Background: an optimization exercise with open tools, aiming at small area. Do not read the settings as production practice. Function was checked by simulation only, so behaviour that the tests miss may differ from the original.

==> job 4204 <==
## mdc_top
module mdc_top (
    input  logic         clk,
    input  logic         rst_n,
    input  logic         in_valid,
    input  logic [14:0]  in_data,
    input  logic [8:0]   in_mode,
    output logic         out_valid,
    output logic [206:0] out_data
);
    logic [3:0]  syn15, syn9;
    logic [14:0] fix15;
    logic [8:0]  fix9;
    logic [10:0] din;
    logic [4:0]  mdec;
    always_comb begin
        syn15 = '0;
        for (int p = 1; p <= 15; p++) if (in_data[15-p]) syn15 = syn15 ^ 4'(p);
        fix15 = in_data;
        for (int p = 1; p <= 15; p++) if (syn15 == 4'(p)) fix15[15-p] = ~in_data[15-p];
        din = {fix15[12], fix15[10:8], fix15[6:0]};
        syn9 = '0;
        for (int p = 1; p <= 9; p++) if (in_mode[9-p]) syn9 = syn9 ^ 4'(p);
        fix9 = in_mode;
        for (int p = 1; p <= 9; p++) if (syn9 == 4'(p)) fix9[9-p] = ~in_mode[9-p];
        mdec = {fix9[6], fix9[4:2], fix9[0]};
    end
    logic       busy;
    logic [4:0] c;
    logic       sel3;
    always_ff @(posedge clk or negedge rst_n) begin
        if (!rst_n) begin
            busy <= 1'b0; out_valid <= 1'b0;
        end else begin
            out_valid <= busy && (c == 5'd30);
            if (!busy) begin
                if (in_valid) busy <= 1'b1;
            end else begin
                if (c == 5'd30) busy <= 1'b0;
            end
        end
  ...
==> flow/config.mk <==
export PLATFORM = sky130hd
export DESIGN_NAME = mdc_top
export DESIGN_NICKNAME = mdc_top
export VERILOG_FILES = /design/flow/design.v
export SDC_FILE = /design/flow/constraint.sdc
export NUM_CORES = 8
export LEC_CHECK = 0
export ABC_AREA = 1
export CAP_MARGIN = 20
export CORE_MARGIN = 2
export CORE_UTILIZATION = 65
export CTS_BUF_LIST = sky130_fd_sc_hd__clkbuf_8
export CTS_CLUSTER_DIAMETER = 60
export CTS_CLUSTER_SIZE = 16
export SETUP_SLACK_MARGIN = 1.0
export SLEW_MARGIN = 20
export SYNTH_HIERARCHICAL = 1
export SYNTH_MINIMUM_KEEP_SIZE = 0
==> flow/constraint.sdc <==
create_clock -name core_clock -period 25.0 [get_ports {clk}]
set_input_delay 5.0000 -clock core_clock [delete_from_list [all_inputs] [get_ports {clk}]]
set_output_delay 5.0000 -clock core_clock [all_outputs]
set_load 0.01 [all_outputs]
standard.sh (not shown) runs the stock make flow with config.mk's settings and CLKGATE_MAP_FILE= SYNTH_SCRIPT=/design/flow/synth_recipe.tcl, a recipe that flattens the netlist after the stock synthesis.
==> flow/flow/run.sh <==
#!/bin/bash
# Own flow = the standard flow (standard.sh) with these changes:
#  2. the floorplan step only removes the synthesis buffers (REMOVE_ABC_BUFFERS=1) instead of
#     running a timing repair on unplaced, unrouted estimates (later steps still repair timing);
#  3. the port buffers use the smallest buffer cell instead of the default delay buffer.
# Every tool's output goes to a log file in this folder.
set -euo pipefail
rm -rf abcscripts
cp -r "$FLOW_HOME/scripts" abcscripts
cp flow/abc_area.script abcscripts/abc_area.script
bash standard.sh "SCRIPTS_DIR=$PWD/abcscripts" synth > synth.log 2>&1
bash standard.sh REMOVE_ABC_BUFFERS=1 "BUFFER_PORTS_ARGS=-buffer_cell sky130_fd_sc_hd__buf_1" finish > layout.log 2>&1
==> flow/flow/abc_area.script <==
strash
dch -f
amap -m -F 50 -A 50 -C 200
topo
stime -c
==> job 5468 (differences from job 4204) <==
--- a/flow/config.mk
+++ b/flow/config.mk
@@ -9,8 +9,8 @@
 export CAP_MARGIN = 20
 export CORE_MARGIN = 2
-export CORE_UTILIZATION = 65
+export CORE_UTILIZATION = 75
 export CTS_BUF_LIST = sky130_fd_sc_hd__clkbuf_8
-export CTS_CLUSTER_DIAMETER = 60
-export CTS_CLUSTER_SIZE = 16
+export CTS_CLUSTER_DIAMETER = 80
+export CTS_CLUSTER_SIZE = 15
 export SETUP_SLACK_MARGIN = 1.0
 export SLEW_MARGIN = 20
==> job 6767 (differences from job 4204) <==
==> flow/config.mk (replaced) <==
export PLATFORM = sky130hd
export DESIGN_NAME = mdc_top
export DESIGN_NICKNAME = mdc_top
export VERILOG_FILES = /design/flow/design.v
export SDC_FILE = /design/flow/constraint.sdc
export NUM_CORES = 8
export LEC_CHECK = 0
export ABC_AREA = 1
export CAP_MARGIN = 0
export CORE_MARGIN = 2
export CORE_UTILIZATION = 75
export CTS_BUF_LIST = sky130_fd_sc_hd__clkbuf_8
export CTS_CLUSTER_DIAMETER = 80
export CTS_CLUSTER_SIZE = 15
export GPL_TIMING_DRIVEN = 0
export SETUP_SLACK_MARGIN = 1.0
export SLEW_MARGIN = 0
export SYNTH_HIERARCHICAL = 1
export SYNTH_MINIMUM_KEEP_SIZE = 0
==> comparison <==
- Job 5468 completed without violations. Job 4204 ran to the end with no violations. Job 6767 reached the layout checks and failed them: max-capacitance violations, max-slew violations.
- Critical path depth: job 6767 < job 4204 < job 5468.
- Flip-flop and latch count is the same in job 5468 and job 4204.
- First-iteration DRC count, highest first: job 5468, job 6767, job 4204.
- In job 4204 the final area is larger than in job 5468, by about 0.8%.
- Sequential share of layout area: job 4204 is lower than job 5468 (0.29 points).
- Register-to-register slack, lowest first: job 6767, job 5468, job 4204.
- Worst setup slack, highest first: job 4204, job 5468, job 6767.
==> figures <==
quantity	job 4204	job 6767	job 5468
Vias after detailed routing	16.6k	17.0k	17.5k
Cell type of the slowest stage on the worst timing path	sky130_fd_sc_hd__a21oi_1	sky130_fd_sc_hd__nor4_2	sky130_fd_sc_hd__nor4_1
Wire length of the first global-routing pass	97.3 mm	95.9 mm	99.1 mm
Pin slew with the least headroom to its limit	1.15 ns	1.50 ns	1.24 ns
Max capacitance violation total	0	1	0
Fraction of area in registers	36.1%	36.4%	36.4%
Detailed router's first-iteration violation count	1945	2354	2667
Result of the run	no timing/DRC/antenna violations	failed layout checks	no timing/DRC/antenna violations
Violated checks	-	max-capacitance violations, max-slew violations	-
Placed Cells incl. Taps	2538	2469	2478
Post-place setup slack	3.79 ns	2.42 ns	3.28 ns
Mean routed wirelength per cell	24.6 um	25.3 um	26.3 um
Final worst path period need	21.60 ns	23.16 ns	22.09 ns
Final Wtd Congestion	0.950	0.948	0.972


==> trial 76: inputs <==
mdc_top again, from the RTL that the note above started with.
==> flow/config.mk <==
export PLATFORM = sky130hd
export DESIGN_NAME = mdc_top
export DESIGN_NICKNAME = mdc_top
export VERILOG_FILES = /design/flow/design.v
export SDC_FILE = /design/flow/constraint.sdc
export NUM_CORES = 8
export LEC_CHECK = 0
export ABC_AREA = 1
export CAP_MARGIN = 0
export CORE_MARGIN = 2
export CORE_UTILIZATION = 65
export CTS_BUF_LIST = sky130_fd_sc_hd__clkbuf_8
export CTS_CLUSTER_DIAMETER = 80
export CTS_CLUSTER_SIZE = 15
export GPL_TIMING_DRIVEN = 0
export SETUP_SLACK_MARGIN = 1.0
export SLEW_MARGIN = 0
export SYNTH_HIERARCHICAL = 1
export SYNTH_MINIMUM_KEEP_SIZE = 0
==> flow/constraint.sdc <==
create_clock -name core_clock -period 25.0 [get_ports {clk}]
set_input_delay 5.0000 -clock core_clock [delete_from_list [all_inputs] [get_ports {clk}]]
set_output_delay 5.0000 -clock core_clock [all_outputs]
set_load 0.01 [all_outputs]
Scripts as last shown in full above: flow/flow/run.sh, flow/flow/abc_area.script
==> build 8 (differences from trial 76) <==
==> flow/config.mk (replaced) <==
export PLATFORM = sky130hd
export DESIGN_NAME = mdc_top
export DESIGN_NICKNAME = mdc_top
export VERILOG_FILES = /design/flow/design.v
export SDC_FILE = /design/flow/constraint.sdc
export NUM_CORES = 8
export LEC_CHECK = 0
export ABC_AREA = 1
export CAP_MARGIN = 20
export CORE_MARGIN = 2
export CORE_UTILIZATION = 65
export CTS_BUF_LIST = sky130_fd_sc_hd__clkbuf_16
export CTS_CLUSTER_DIAMETER = 70
export CTS_CLUSTER_SIZE = 24
export SETUP_SLACK_MARGIN = 1.0
export SLEW_MARGIN = 20
export SYNTH_HIERARCHICAL = 1
export SYNTH_MINIMUM_KEEP_SIZE = 0
==> notes.md <==
Final cell count: build 8 is higher than trial 76 (about 0.55%). Utilization: build 8 is higher than trial 76 (0.51 points). Synthesized cell count is the same in build 8 and trial 76. Against build 8, the routed wire length of trial 76 is smaller by about 2.3%. Of trial 76 and build 8, build 8 has the higher global-route usage (gap 0.68 points). Synthesized area is the same in build 8 and trial 76.


==> amber: inputs <==
Starting RTL as in the previous note.
export LEC_CHECK = 0
export ABC_AREA = 1
export CAP_MARGIN = 20
export CORE_MARGIN = 2
export CORE_UTILIZATION = 65
export CTS_BUF_LIST = sky130_fd_sc_hd__clkbuf_8
export CTS_CLUSTER_DIAMETER = 80
export CTS_CLUSTER_SIZE = 15
export SETUP_SLACK_MARGIN = 1.0
export SLEW_MARGIN = 20
export SYNTH_HIERARCHICAL = 1
export SYNTH_MINIMUM_KEEP_SIZE = 0
create_clock -name core_clock -period 25.0 [get_ports {clk}]
Scripts as last shown in full above: flow/flow/run.sh, flow/flow/abc_area.script
==> yarrow (differences from amber) <==
CTS_CLUSTER_DIAMETER = 70   (was 80)
CTS_CLUSTER_SIZE = 16   (was 15)
GPL_TIMING_DRIVEN = 0   (was not set)
==> notes.md <==
| metric | yarrow | amber |
|---|---|---|
| Filler Cell Count | 2277 | 2280 |
| Hold EP | mr[2][6] | mr[2][20] |
| Cell count after placement | 2527 | 2538 |
| Placer congestion estimate | 0.922 | 0.950 |
| Capturing point of the worst reg2reg path | out_data[138] | out_data[135] |
| Largest net degree at the start of global routing | 107 | 222 |
| Max H-tree Level | 1 | 2 |
| Outcome | complete, no violations | complete, no violations |
| Total area of multi-input combinational cells | 0.0119 mm2 | 0.0117 mm2 |
| Router iterations before antenna repair | 7 | 8 |
| Global router's overall resource usage | 0.386 | 0.392 |
| Start point of the worst min-delay path | mr[1][6] | mr[1][20] |
| Number of logic stages on the critical path including buffering | 57 | 56 |


==> v24: inputs <==
mdc_top again, from the RTL that the note above started with.
## mdc_top
module mdc_top (
    input  logic         clk,
    input  logic         rst_n,
    input  logic         in_valid,
    input  logic [14:0]  in_data,
    input  logic [8:0]   in_mode,
    output logic         out_valid,
    output logic [206:0] out_data
);
clock: 25.0 ns
lec_check: 0
abc_area: 1
cap_margin: 20
core_margin: 2
core_utilization: 65
cts_buf_list: sky130_fd_sc_hd__clkbuf_8
cts_cluster_diameter: 70
cts_cluster_size: 16
setup_slack_margin: 1.0
slew_margin: 20
synth_hierarchical: 1
synth_minimum_keep_size: 0
Scripts as last shown in full above: flow/flow/run.sh, flow/flow/abc_area.script
==> inputs of v35, as changes to v24 <==
Settings changed: CTS_BUF_LIST sky130_fd_sc_hd__clkbuf_8 to sky130_fd_sc_hd__clkbuf_4 sky130_fd_sc_hd__clkbuf_8, CTS_CLUSTER_DIAMETER 70 to 80, CTS_CLUSTER_SIZE 16 to 15.
==> comparison <==
Between v24 and v35, the lower first-iteration DRC count is in v35 (gap about 1.4%, measured against v35). Cell count is about the same in v24 and v35. Clock skew: v35 is higher than v24 (0.0021 ns). Die area is the same in v35 and v24. Of v24 and v35, v35 has the higher final area (gap 0.27%, measured against v35). Register-to-register slack: v24 is worse than v35 (0.08 ns).
==> figures <==
Outcome: v24 no timing/DRC/antenna violations; v35 no timing/DRC/antenna violations
GRT Total Usage: v24 38.8%; v35 39.2%
WL met1: v24 24100 um; v35 24600 um
Number of DRC markers after the initial detailed-route iteration: v24 1968; v35 1940
Detailed-routing iteration count for the pre-antenna-repair pass: v24 6; v35 8
Register-to-register setup slack: v24 3.34 ns; v35 3.42 ns
Hold slack: v24 0.317 ns; v35 0.323 ns
Fin Clk Skew: v24 0.0301 ns; v35 0.0322 ns
Final critical-path share of the clock period: v24 86.6%; v35 86.3%
Start point of the worst min-delay path: v24 ln[4][7]; v35 mr[1][20]
Clock latency reported for the late side of the worst-skew pair: v24 0.65 ns; v35 0.58 ns
Total wire length: v24 63400 um; v35 63900 um
End of the worst register-to-register path: v24 out_data[142]; v35 out_data[152]
Fillers: v24 2273; v35 2278
Worst setup path endpoint: v24 out_data[142]; v35 out_data[152]


==> run a <==
mdc_top, a different RTL version from the one above (not shown whole).
clock: 25.0 ns
lec_check: 0
abc_area: 1
cap_margin: 20
core_margin: 2
core_utilization: 40
setup_slack_margin: 1.0
slew_margin: 20
synth_hierarchical: 1
synth_minimum_keep_size: 0
run.sh (not shown) runs the stock make flow with config.mk's settings and CLKGATE_MAP_FILE= SYNTH_SCRIPT=/design/flow/synth_recipe.tcl, a recipe that flattens the netlist after the stock synthesis.
Stock flow here: none of the scripts above is used.
==> inputs of run b, as changes to run a <==
- CTS_BUF_LIST: unset -> sky130_fd_sc_hd__clkbuf_8
==> comparison <==
- Clock-buffer cell count: run b is higher than run a (28).
- In area after synthesis, run b and run a do not differ.
- In run a the sequential share of layout area is lower than in run b, by 0.087 points.
- Flip-flop and latch count is the same in run b and run a.
- Against run b, the global-route usage of run a is lower by 0.18 points.
- In run a the cell count is smaller than in run b, by 1.1%.
- Of run b and run a, run a has the higher first-iteration DRC count (gap 8.2%, measured against run a).


==> maple <==
mdc_top, a different RTL version from the one above (not shown whole).
Design mdc_top, start of the top module:
module mdc_top (
    input  logic         clk,
    input  logic         rst_n,
    input  logic         in_valid,
    input  logic [14:0]  in_data,
    input  logic [8:0]   in_mode,
    output logic         out_valid,
    output logic [206:0] out_data
);
    logic [3:0]  syn15, syn9;
    logic [14:0] fix15;
    logic [8:0]  fix9;
    logic [10:0] din;
    logic [4:0]  mdec;
    always_comb begin
        syn15 = '0;
        for (int p = 1; p <= 15; p++) if (in_data[15-p]) syn15 = syn15 ^ 4'(p);
        fix15 = in_data;
        for (int p = 1; p <= 15; p++) if (syn15 == 4'(p)) fix15[15-p] = ~in_data[15-p];
        din = {fix15[12], fix15[10:8], fix15[6:0]};
        syn9 = '0;
        for (int p = 1; p <= 9; p++) if (in_mode[9-p]) syn9 = syn9 ^ 4'(p);
        fix9 = in_mode;
        for (int p = 1; p <= 9; p++) if (syn9 == 4'(p)) fix9[9-p] = ~in_mode[9-p];
        mdec = {fix9[6], fix9[4:2], fix9[0]};
    end
    logic       busy;
    logic [4:0] c;
    logic       sel3;
    always_ff @(posedge clk or negedge rst_n) begin
        if (!rst_n) begin
            busy <= 1'b0; c <= 5'd0; out_valid <= 1'b0;
        end else begin
            out_valid <= busy && (c == 5'd30);
            if (!busy) begin
                if (in_valid) begin busy <= 1'b1; c <= 5'd1; end
            end else begin
                c <= c + 5'd1;
                if (c == 5'd30) busy <= 1'b0;
            end
        end
    end
    always_ff @(posedge clk) begin
        if (!busy && in_valid) sel3 <= (mdec == 5'b00110);
    end
    logic [10:0] ln [0:11];
    always_ff @(posedge clk) begin
        ln[0] <= in_valid ? din : ln[11];
        for (int i = 1; i < 12; i++) ln[i] <= ln[i-1];
    end
    logic [206:0] F;
    logic signed [10:0] a1, a2, b1, b2;
    logic wr2, big, accen, h3w;
    logic [2:0] mrwe;
    logic [1:0] mrsel;
    always_comb begin
        a1 = ln[0]; a2 = ln[0]; b1 = ln[0]; b2 = ln[0];
        wr2 = 1'b0; big = 1'b0; accen = 1'b0; h3w = 1'b0; a1z = 1'b0; mrwe = '0; mrsel = 2'd0;
        if (sel3) begin big = 1'b1; accen = 1'b1; a1z = 1'b1; h3w = 1'b1; end
        if (!sel3) begin
            case (c)
                5'd7: begin a1 = ln[6]; a2 = ln[5]; b1 = ln[1]; b2 = ln[2]; wr2 = 1'b1; end
                5'd8: begin a1 = ln[6]; a2 = ln[5]; b1 = ln[1]; b2 = ln[2]; wr2 = 1'b1; end
  ...
export LEC_CHECK = 0
export ABC_AREA = 1
export CAP_MARGIN = 20
export CORE_MARGIN = 2
export CORE_UTILIZATION = 40
export CTS_BUF_LIST = sky130_fd_sc_hd__clkbuf_4
export SETUP_SLACK_MARGIN = 1.0
export SLEW_MARGIN = 20
export SYNTH_HIERARCHICAL = 1
export SYNTH_MINIMUM_KEEP_SIZE = 0
create_clock -name core_clock -period 25.0 [get_ports {clk}]
standard.sh (not shown) runs the stock make flow with config.mk's settings and CLKGATE_MAP_FILE= SYNTH_SCRIPT=/design/flow/synth_recipe.tcl, a recipe that flattens the netlist after the stock synthesis.
==> flow/flow/run.sh <==
#!/bin/bash
set -euo pipefail
bash standard.sh "BUFFER_PORTS_ARGS=-buffer_cell sky130_fd_sc_hd__buf_1" finish > standard_flow.log 2>&1
==> willow (differences from maple) <==
--- a/flow/design.v
+++ b/flow/design.v
@@ -27,76 +27,111 @@
     logic       busy;
     logic [4:0] c;
     logic       sel3;
     always_ff @(posedge clk or negedge rst_n) begin
         if (!rst_n) begin
-            busy <= 1'b0; c <= 5'd0; out_valid <= 1'b0;
+            busy <= 1'b0; out_valid <= 1'b0;
         end else begin
             out_valid <= busy && (c == 5'd30);
             if (!busy) begin
-                if (in_valid) begin busy <= 1'b1; c <= 5'd1; end
+                if (in_valid) busy <= 1'b1;
             end else begin
-                c <= c + 5'd1;
                 if (c == 5'd30) busy <= 1'b0;
             end
         end
     end
     always_ff @(posedge clk) begin
+        c <= busy ? c + 5'd1 : 5'd1;
+    end
+    always_ff @(posedge clk) begin
         if (!busy && in_valid) sel3 <= (mdec == 5'b00110);
     end
     logic [10:0] ln [0:11];
     always_ff @(posedge clk) begin
         ln[0] <= in_valid ? din : ln[11];
         for (int i = 1; i < 12; i++) ln[i] <= ln[i-1];
     end
-    logic [206:0] F;
+    logic [206:0] F;   
     logic signed [10:0] a1, a2, b1, b2;
     logic wr2, big, accen, h3w;
     logic [2:0] mrwe;
     logic [1:0] mrsel;
     always_comb begin
         a1 = ln[0]; a2 = ln[0]; b1 = ln[0]; b2 = ln[0];
         wr2 = 1'b0; big = 1'b0; accen = 1'b0; h3w = 1'b0; a1z = 1'b0; mrwe = '0; mrsel = 2'd0;
         if (sel3) begin big = 1'b1; accen = 1'b1; a1z = 1'b1; h3w = 1'b1; end
         if (!sel3) begin
             case (c)
+                5'd0: begin a1 = ln[6]; a2 = ln[5]; b1 = ln[1]; b2 = ln[2]; end
+                5'd1: begin a1 = ln[6]; a2 = ln[5]; b1 = ln[1]; b2 = ln[2]; end
+                5'd2: begin a1 = ln[6]; a2 = ln[5]; b1 = ln[1]; b2 = ln[2]; end
+                5'd3: begin a1 = ln[6]; a2 = ln[5]; b1 = ln[1]; b2 = ln[2]; end
+                5'd4: begin a1 = ln[6]; a2 = ln[5]; b1 = ln[1]; b2 = ln[2]; end
+                5'd5: begin a1 = ln[6]; a2 = ln[5]; b1 = ln[1]; b2 = ln[2]; end
+                5'd6: begin a1 = ln[6]; a2 = ln[5]; b1 = ln[1]; b2 = ln[2]; end
                 5'd7: begin a1 = ln[6]; a2 = ln[5]; b1 = ln[1]; b2 = ln[2]; wr2 = 1'b1; end
                 5'd8: begin a1 = ln[6]; a2 = ln[5]; b1 = ln[1]; b2 = ln[2]; wr2 = 1'b1; end
                 5'd9: begin a1 = ln[6]; a2 = ln[5]; b1 = ln[1]; b2 = ln[2]; wr2 = 1'b1; end
+                5'd10: begin a1 = ln[6]; a2 = ln[5]; b1 = ln[1]; b2 = ln[2]; end
+                5'd11: begin a1 = ln[6]; a2 = ln[5]; b1 = ln[1]; b2 = ln[2]; end
                 5'd12: begin a1 = ln[6]; a2 = ln[5]; b1 = ln[1]; b2 = ln[2]; wr2 = 1'b1; end
                 5'd13: begin a1 = ln[6]; a2 = ln[5]; b1 = ln[1]; b2 = ln[2]; wr2 = 1'b1; end
+                5'd14: begin a1 = ln[6]; a2 = ln[5]; b1 = ln[1]; b2 = ln[2]; end
                 5'd15: begin a1 = ln[6]; a2 = ln[5]; b1 = ln[1]; b2 = ln[2]; wr2 = 1'b1; end
+                5'd16: begin a1 = ln[6]; a2 = ln[5]; b1 = ln[1]; b2 = ln[2]; end
+                5'd17: begin a1 = ln[6]; a2 = ln[5]; b1 = ln[1]; b2 = ln[2]; end
+                5'd18: begin a1 = ln[6]; a2 = ln[5]; b1 = ln[1]; b2 = ln[2]; end
+                5'd19: begin a1 = ln[6]; a2 = ln[5]; b1 = ln[1]; b2 = ln[2]; end
+                5'd20: begin a1 = ln[6]; a2 = ln[5]; b1 = ln[1]; b2 = ln[2]; end
+                5'd21: begin a1 = ln[6]; a2 = ln[5]; b1 = ln[1]; b2 = ln[2]; end
+                5'd22: begin a1 = ln[6]; a2 = ln[5]; b1 = ln[1]; b2 = ln[2]; end
                 5'd23: begin a1 = ln[6]; a2 = ln[5]; b1 = ln[1]; b2 = ln[2]; wr2 = 1'b1; end
+                5'd24: begin a1 = ln[6]; a2 = ln[5]; b1 = ln[1]; b2 = ln[2]; end
+                5'd25: begin a1 = ln[6]; a2 = ln[5]; b1 = ln[1]; b2 = ln[2]; end
+                5'd26: begin a1 = ln[6]; a2 = ln[5]; b1 = ln[1]; b2 = ln[2]; end
+                5'd27: begin a1 = ln[6]; a2 = ln[5]; b1 = ln[1]; b2 = ln[2]; end
                 5'd28: begin a1 = ln[6]; a2 = ln[5]; b1 = ln[1]; b2 = ln[2]; wr2 = 1'b1; end
                 5'd29: begin a1 = ln[6]; a2 = ln[5]; b1 = ln[1]; b2 = ln[2]; wr2 = 1'b1; end
+                5'd30: begin a1 = ln[6]; a2 = ln[5]; b1 = ln[1]; b2 = ln[2]; end
+                5'd31: begin a1 = ln[6]; a2 = ln[5]; b1 = ln[1]; b2 = ln[2]; end
                 default: ;
             endcase
         end
         if (sel3) begin
             case (c)
+                5'd0: begin a1 = ln[6]; a2 = ln[5]; b1 = ln[1]; b2 = ln[2]; end
+                5'd1: begin a1 = ln[6]; a2 = ln[5]; b1 = ln[1]; b2 = ln[2]; end
+                5'd2: begin a1 = ln[6]; a2 = ln[5]; b1 = ln[1]; b2 = ln[2]; end
+                5'd3: begin a1 = ln[6]; a2 = ln[5]; b1 = ln[1]; b2 = ln[2]; end
+                5'd4: begin a1 = ln[6]; a2 = ln[5]; b1 = ln[1]; b2 = ln[2]; end
+                5'd5: begin a1 = ln[6]; a2 = ln[5]; b1 = ln[1]; b2 = ln[2]; end
+                5'd6: begin a1 = ln[6]; a2 = ln[5]; b1 = ln[1]; b2 = ln[2]; end
                 5'd7: begin a1 = ln[6]; a2 = ln[5]; b1 = ln[1]; b2 = ln[2]; mrwe[0] = 1'b1; big = 1'b0; accen = 1'b0; a1z = 1'b0; h3w = 1'b0; end
                 5'd8: begin a1 = ln[6]; a2 = ln[5]; b1 = ln[1]; b2 = ln[2]; mrwe[0] = 1'b1; big = 1'b0; accen = 1'b0; a1z = 1'b0; h3w = 1'b0; end
                 5'd9: begin a1 = ln[6]; a2 = ln[5]; b1 = ln[1]; b2 = ln[2]; mrwe[0] = 1'b1; big = 1'b0; accen = 1'b0; a1z = 1'b0; h3w = 1'b0; end
-                5'd10: begin a1 = ln[0]; a1z = 1'b0; mrsel = 2'd0; accen = 1'b0; end
-                5'd11: begin a1 = ln[0]; a1z = 1'b0; mrsel = 2'd0; accen = 1'b0; end
+                5'd10: begin a1 = ln[0]; a2 = ln[5]; b1 = ln[1]; b2 = ln[2]; a1z = 1'b0; mrsel = 2'd0; accen = 1'b0; end
+                5'd11: begin a1 = ln[0]; a2 = ln[5]; b1 = ln[1]; b2 = ln[2]; a1z = 1'b0; mrsel = 2'd0; accen = 1'b0; end
                 5'd12: begin a1 = ln[9]; a2 = ln[5]; b1 = ln[7]; b2 = ln[11]; mrwe[0] = 1'b1; big = 1'b0; accen = 1'b0; a1z = 1'b0; h3w = 1'b0; end
                 5'd13: begin a1 = ln[9]; a2 = ln[5]; b1 = ln[7]; b2 = ln[11]; mrwe[0] = 1'b1; big = 1'b0; accen = 1'b0; a1z = 1'b0; h3w = 1'b0; end
-                5'd14: begin a1 = ln[3]; a1z = 1'b0; mrsel = 2'd0; end
-                5'd15: begin a1 = ln[6]; a1z = 1'b0; mrsel = 2'd0; end
+                5'd14: begin a1 = ln[3]; a2 = ln[5]; b1 = ln[7]; b2 = ln[11]; a1z = 1'b0; mrsel = 2'd0; end
+                5'd15: begin a1 = ln[6]; a2 = ln[5]; b1 = ln[7]; b2 = ln[11]; a1z = 1'b0; mrsel = 2'd0; end
                 5'd16: begin a1 = ln[6]; a2 = ln[5]; b1 = ln[1]; b2 = ln[2]; mrwe[0] = 1'b1; big = 1'b0; accen = 1'b0; a1z = 1'b0; h3w = 1'b0; end
-                5'd17: begin a1 = ln[0]; a1z = 1'b0; mrsel = 2'd0; accen = 1'b0; end
-                5'd18: begin a1 = ln[6]; a1z = 1'b0; mrsel = 2'd0; end
-                5'd19: begin a1 = ln[9]; a1z = 1'b0; mrsel = 2'd0; end
-                5'd20: begin a1 = ln[0]; a1z = 1'b0; mrsel = 2'd0; accen = 1'b0; end
+                5'd17: begin a1 = ln[0]; a2 = ln[5]; b1 = ln[1]; b2 = ln[2]; a1z = 1'b0; mrsel = 2'd0; accen = 1'b0; end
+                5'd18: begin a1 = ln[6]; a2 = ln[5]; b1 = ln[1]; b2 = ln[2]; a1z = 1'b0; mrsel = 2'd0; end
+                5'd19: begin a1 = ln[9]; a2 = ln[5]; b1 = ln[1]; b2 = ln[2]; a1z = 1'b0; mrsel = 2'd0; end
+                5'd20: begin a1 = ln[0]; a2 = ln[5]; b1 = ln[1]; b2 = ln[2]; a1z = 1'b0; mrsel = 2'd0; accen = 1'b0; end
                 5'd21: begin a1 = ln[0]; a2 = ln[8]; b1 = ln[7]; b2 = ln[11]; mrwe[0] = 1'b1; big = 1'b0; accen = 1'b0; a1z = 1'b0; h3w = 1'b0; end
                 5'd22: begin a1 = ln[9]; a2 = ln[1]; b1 = ln[11]; b2 = ln[7]; mrwe[0] = 1'b1; big = 1'b0; accen = 1'b0; a1z = 1'b0; h3w = 1'b0; end
                 5'd23: begin a1 = ln[0]; a2 = ln[8]; b1 = ln[7]; b2 = ln[11]; mrwe[0] = 1'b1; big = 1'b0; accen = 1'b0; a1z = 1'b0; h3w = 1'b0; end
-                5'd24: begin a1 = ln[6]; a1z = 1'b0; mrsel = 2'd0; end
-                5'd25: begin a1 = ln[6]; a1z = 1'b0; mrsel = 2'd0; end
+                5'd24: begin a1 = ln[6]; a2 = ln[8]; b1 = ln[7]; b2 = ln[11]; a1z = 1'b0; mrsel = 2'd0; end
+                5'd25: begin a1 = ln[6]; a2 = ln[8]; b1 = ln[7]; b2 = ln[11]; a1z = 1'b0; mrsel = 2'd0; end
+                5'd26: begin a1 = ln[6]; a2 = ln[8]; b1 = ln[7]; b2 = ln[11]; end
                 5'd27: begin a1 = ln[3]; a2 = ln[5]; b1 = ln[1]; b2 = ln[11]; mrwe[0] = 1'b1; big = 1'b0; accen = 1'b0; a1z = 1'b0; h3w = 1'b0; end
-                5'd28: begin a1 = ln[9]; a1z = 1'b0; mrsel = 2'd0; end
-                5'd29: begin a1 = ln[11]; a1z = 1'b0; mrsel = 2'd0; end
+                5'd28: begin a1 = ln[9]; a2 = ln[5]; b1 = ln[1]; b2 = ln[11]; a1z = 1'b0; mrsel = 2'd0; end
+                5'd29: begin a1 = ln[11]; a2 = ln[5]; b1 = ln[1]; b2 = ln[11]; a1z = 1'b0; mrsel = 2'd0; end
+                5'd30: begin a1 = ln[11]; a2 = ln[5]; b1 = ln[1]; b2 = ln[11]; end
+                5'd31: begin a1 = ln[11]; a2 = ln[5]; b1 = ln[1]; b2 = ln[11]; end
                 default: ;
             endcase
         end
         if (!busy) begin wr2 = 1'b0; mrwe = '0; end
     end
@@ -114,12 +149,12 @@
     wire [10:0] a1g = a1z ? 11'd0 : a1;
     mdc_dp u_dp (.a1(a1g), .a2(a2), .b1(b1), .b2(b2), .mlo(mrv[10:0]), .mhi(mrv[21:11]), .accv(F[186:153]), .big(big), .accen(accen), .t(t));
     assign d = t[21:0];
     logic [22:0] h2;
     logic [50:0] h3;
-    assign h2 = wr2 ? {t[21], t[21:0]} : F[91:69];
-    assign h3 = h3w ? {{17{t[33]}}, t} : F[203:153];
+    assign h2 = wr2 ? {t[21], t[21:0]} : {F[90], F[90:69]};
+    assign h3 = {{17{h3w ? t[33] : F[186]}}, (h3w ? t : F[186:153])};
     always_ff @(posedge clk) begin
         if (sel3) begin
             F[0] <= F[51];
             F[1] <= F[52];
             F[2] <= F[53];
@@ -158,16 +193,15 @@
             F[35] <= F[86];
             F[36] <= F[87];
             F[37] <= F[88];
             F[38] <= F[89];
             F[39] <= F[90];
-            F[40] <= F[91];
+            F[40] <= F[84];
             F[41] <= F[92];
             F[42] <= F[93];
             F[43] <= F[94];
             F[44] <= F[95];
-            F[45] <= F[96];
             F[46] <= F[97];
             F[47] <= F[98];
             F[48] <= F[99];
             F[49] <= F[100];
             F[50] <= F[101];
@@ -204,16 +238,15 @@
             F[81] <= F[132];
             F[82] <= F[133];
             F[83] <= F[134];
             F[84] <= F[135];
             F[85] <= F[136];
-            F[86] <= F[137];
+            F[86] <= F[135];
             F[87] <= F[138];
             F[88] <= F[139];
             F[89] <= F[140];
             F[90] <= F[141];
-            F[91] <= F[142];
             F[92] <= F[143];
             F[93] <= F[144];
             F[94] <= F[145];
             F[95] <= F[146];
             F[96] <= F[147];
@@ -255,11 +288,10 @@
             F[132] <= h3[30];
             F[133] <= h3[31];
             F[134] <= h3[32];
             F[135] <= h3[33];
             F[136] <= h3[34];
-            F[137] <= h3[35];
             F[138] <= h3[36];
             F[139] <= h3[37];
             F[140] <= h3[38];
             F[141] <= h3[39];
             F[142] <= h3[40];
@@ -316,19 +348,18 @@
             F[193] <= F[40];
             F[194] <= F[41];
             F[195] <= F[42];
             F[196] <= F[43];
             F[197] <= F[44];
-            F[198] <= F[45];
+            F[198] <= F[33];
             F[199] <= F[46];
             F[200] <= F[47];
             F[201] <= F[48];
             F[202] <= F[49];
             F[203] <= F[50];
             F[204] <= 1'b0;
             F[205] <= 1'b0;
-            F[206] <= 1'b0;
         end else begin
             F[0] <= F[92];
             F[1] <= F[93];
             F[2] <= F[94];
             F[3] <= F[95];
@@ -371,11 +402,10 @@
             F[40] <= F[17];
             F[41] <= F[18];
             F[42] <= F[19];
             F[43] <= F[20];
             F[44] <= F[21];
-            F[45] <= F[22];
             F[46] <= F[184];
             F[47] <= F[185];
             F[48] <= F[186];
             F[49] <= F[187];
             F[50] <= F[188];
@@ -394,11 +424,11 @@
             F[63] <= F[201];
             F[64] <= F[202];
             F[65] <= F[203];
             F[66] <= F[204];
             F[67] <= F[205];
-            F[68] <= F[206];
+            F[68] <= F[205];
             F[69] <= F[115];
             F[70] <= F[116];
             F[71] <= F[117];
             F[72] <= F[118];
             F[73] <= F[119];
@@ -417,11 +447,10 @@
             F[86] <= F[132];
             F[87] <= F[133];
             F[88] <= F[134];
             F[89] <= F[135];
             F[90] <= F[136];
-            F[91] <= F[137];
             F[92] <= h2[0];
             F[93] <= h2[1];
             F[94] <= h2[2];
             F[95] <= h2[3];
             F[96] <= h2[4];
@@ -463,11 +492,10 @@
             F[132] <= F[63];
             F[133] <= F[64];
             F[134] <= F[65];
             F[135] <= F[66];
             F[136] <= F[67];
-            F[137] <= F[68];
             F[138] <= F[23];
             F[139] <= F[24];
             F[140] <= F[25];
             F[141] <= F[26];
             F[142] <= F[27];
@@ -486,11 +514,11 @@
             F[155] <= F[40];
             F[156] <= F[41];
             F[157] <= F[42];
             F[158] <= F[43];
             F[159] <= F[44];
-            F[160] <= F[45];
+            F[160] <= F[44];
             F[161] <= F[138];
             F[162] <= F[139];
             F[163] <= F[140];
             F[164] <= F[141];
             F[165] <= F[142];
@@ -532,14 +560,19 @@
             F[201] <= F[178];
             F[202] <= F[179];
             F[203] <= F[180];
             F[204] <= F[181];
             F[205] <= F[182];
-            F[206] <= F[183];
         end
     end
-    assign out_data = F;
+    always_comb begin
+        out_data = F;
+        out_data[206] = sel3 ? 1'b0 : F[205];
+        out_data[137] = sel3 ? F[135] : F[136];
+        out_data[91] = sel3 ? F[84] : F[90];
+        out_data[45] = sel3 ? F[33] : F[44];
+    end
 endmodule
 module mdc_dp (
     input  logic [10:0] a1, a2, b1, b2, mlo, mhi,
     input  logic [33:0] accv,
     input  logic        big, accen,
--- a/flow/config.mk
+++ b/flow/config.mk
@@ -7,10 +7,12 @@
 export LEC_CHECK = 0
 export ABC_AREA = 1
 export CAP_MARGIN = 20
 export CORE_MARGIN = 2
 export CORE_UTILIZATION = 40
-export CTS_BUF_LIST = sky130_fd_sc_hd__clkbuf_4
+export CTS_BUF_LIST = sky130_fd_sc_hd__clkbuf_16
+export CTS_CLUSTER_DIAMETER = 100
+export CTS_CLUSTER_SIZE = 20
 export SETUP_SLACK_MARGIN = 1.0
 export SLEW_MARGIN = 20
 export SYNTH_HIERARCHICAL = 1
 export SYNTH_MINIMUM_KEEP_SIZE = 0
==> flow_summary_export.csv <==
group,metric,value,unit
run_status,outcome,"no timing/DRC/antenna violations",
cells_and_area,register_area,8310,um2
critical_path,crit_start,"c[1]",
sta,slew_headroom,38.1,%
synth,yosys-top-cells-count,"nand2_1, dfxtp_1, nor2_1",
detailed_routing,vias,20236,
synth,async_flop_share,1.69,%
clocking,htree_levels,3,
sta,fin_ws,4.52,ns
[end of results for maple]
==> flow_summary_export.csv <==
group,metric,value,unit
synth,synth_top_family_by_area,"adder cells",
detailed_routing,vias,19247,
run_status,outcome,"no timing/DRC/antenna violations",
clocking,htree_levels,1,
grt,grt_use_met3,3.48,%
critical_path,crit_start,"c[0]",
cells_and_area,largest_reg_flops,203,
cells_and_area,register_area,8210,um2
clocking,root_buffer,"clkbuf_16",
[end of results for willow]

## re-timing with driven ports
The results above use ideal ports. As a check the final layouts listed here were re-extracted and re-timed, cells and wires unchanged.
Step 1 assumes that a clkbuf_16 drives the clock port and a buf_2 every other input.
Step 2 moves the port delays by t, midway between the first and last clock arrival at a register: inputs arrive t later, outputs are due t later. That takes back most of the time a late clock gives input paths.
Slacks: ideal / step 1 / step 2; pairs: ideal / step 1.
run	t (ns)	setup slack, ns	hold WS [ns]	worst setup path at the end	clock arrival spread, ns
job 4204	0.605	3.396 / 3.396 / 3.396	0.319 / 0.319 / 0.319	register to register	0.022 / 0.022
job 5468	0.627	2.911 / 2.911 / 2.911	0.325 / 0.325 / 0.325	register to register	0.026 / 0.026
job 6767	0.652	1.836 / 1.836 / 1.836	0.330 / 0.330 / 0.330	register to register	0.034 / 0.034
trial 76	0.680	2.176 / 2.176 / 2.176	0.333 / 0.333 / 0.333	register to register	0.024 / 0.024
build 8	0.599	3.466 / 3.466 / 3.466	0.330 / 0.330 / 0.330	register to register	0.024 / 0.024
amber	0.615	3.421 / 3.421 / 3.421	0.323 / 0.323 / 0.323	register to register	0.034 / 0.034
yarrow	0.687	2.475 / 2.475 / 2.475	0.329 / 0.329 / 0.329	register to register	0.019 / 0.018
v24	0.679	3.342 / 3.342 / 3.342	0.317 / 0.317 / 0.317	register to register	0.030 / 0.030
v35	0.614	3.419 / 3.419 / 3.419	0.323 / 0.323 / 0.323	register to register	0.032 / 0.032
run a	0.629	3.611 / 3.611 / 3.611	0.324 / 0.324 / 0.324	register to register	0.032 / 0.032
run b	0.700	3.618 / 3.618 / 3.618	0.316 / 0.316 / 0.316	register to register	0.044 / 0.045
maple	0.934	4.519 / 4.519 / 4.519	0.276 / 0.276 / 0.276	register to register	0.129 / 0.129
willow	0.620	4.778 / 4.778 / 4.778	0.327 / 0.327 / 0.327	register to register	0.053 / 0.052
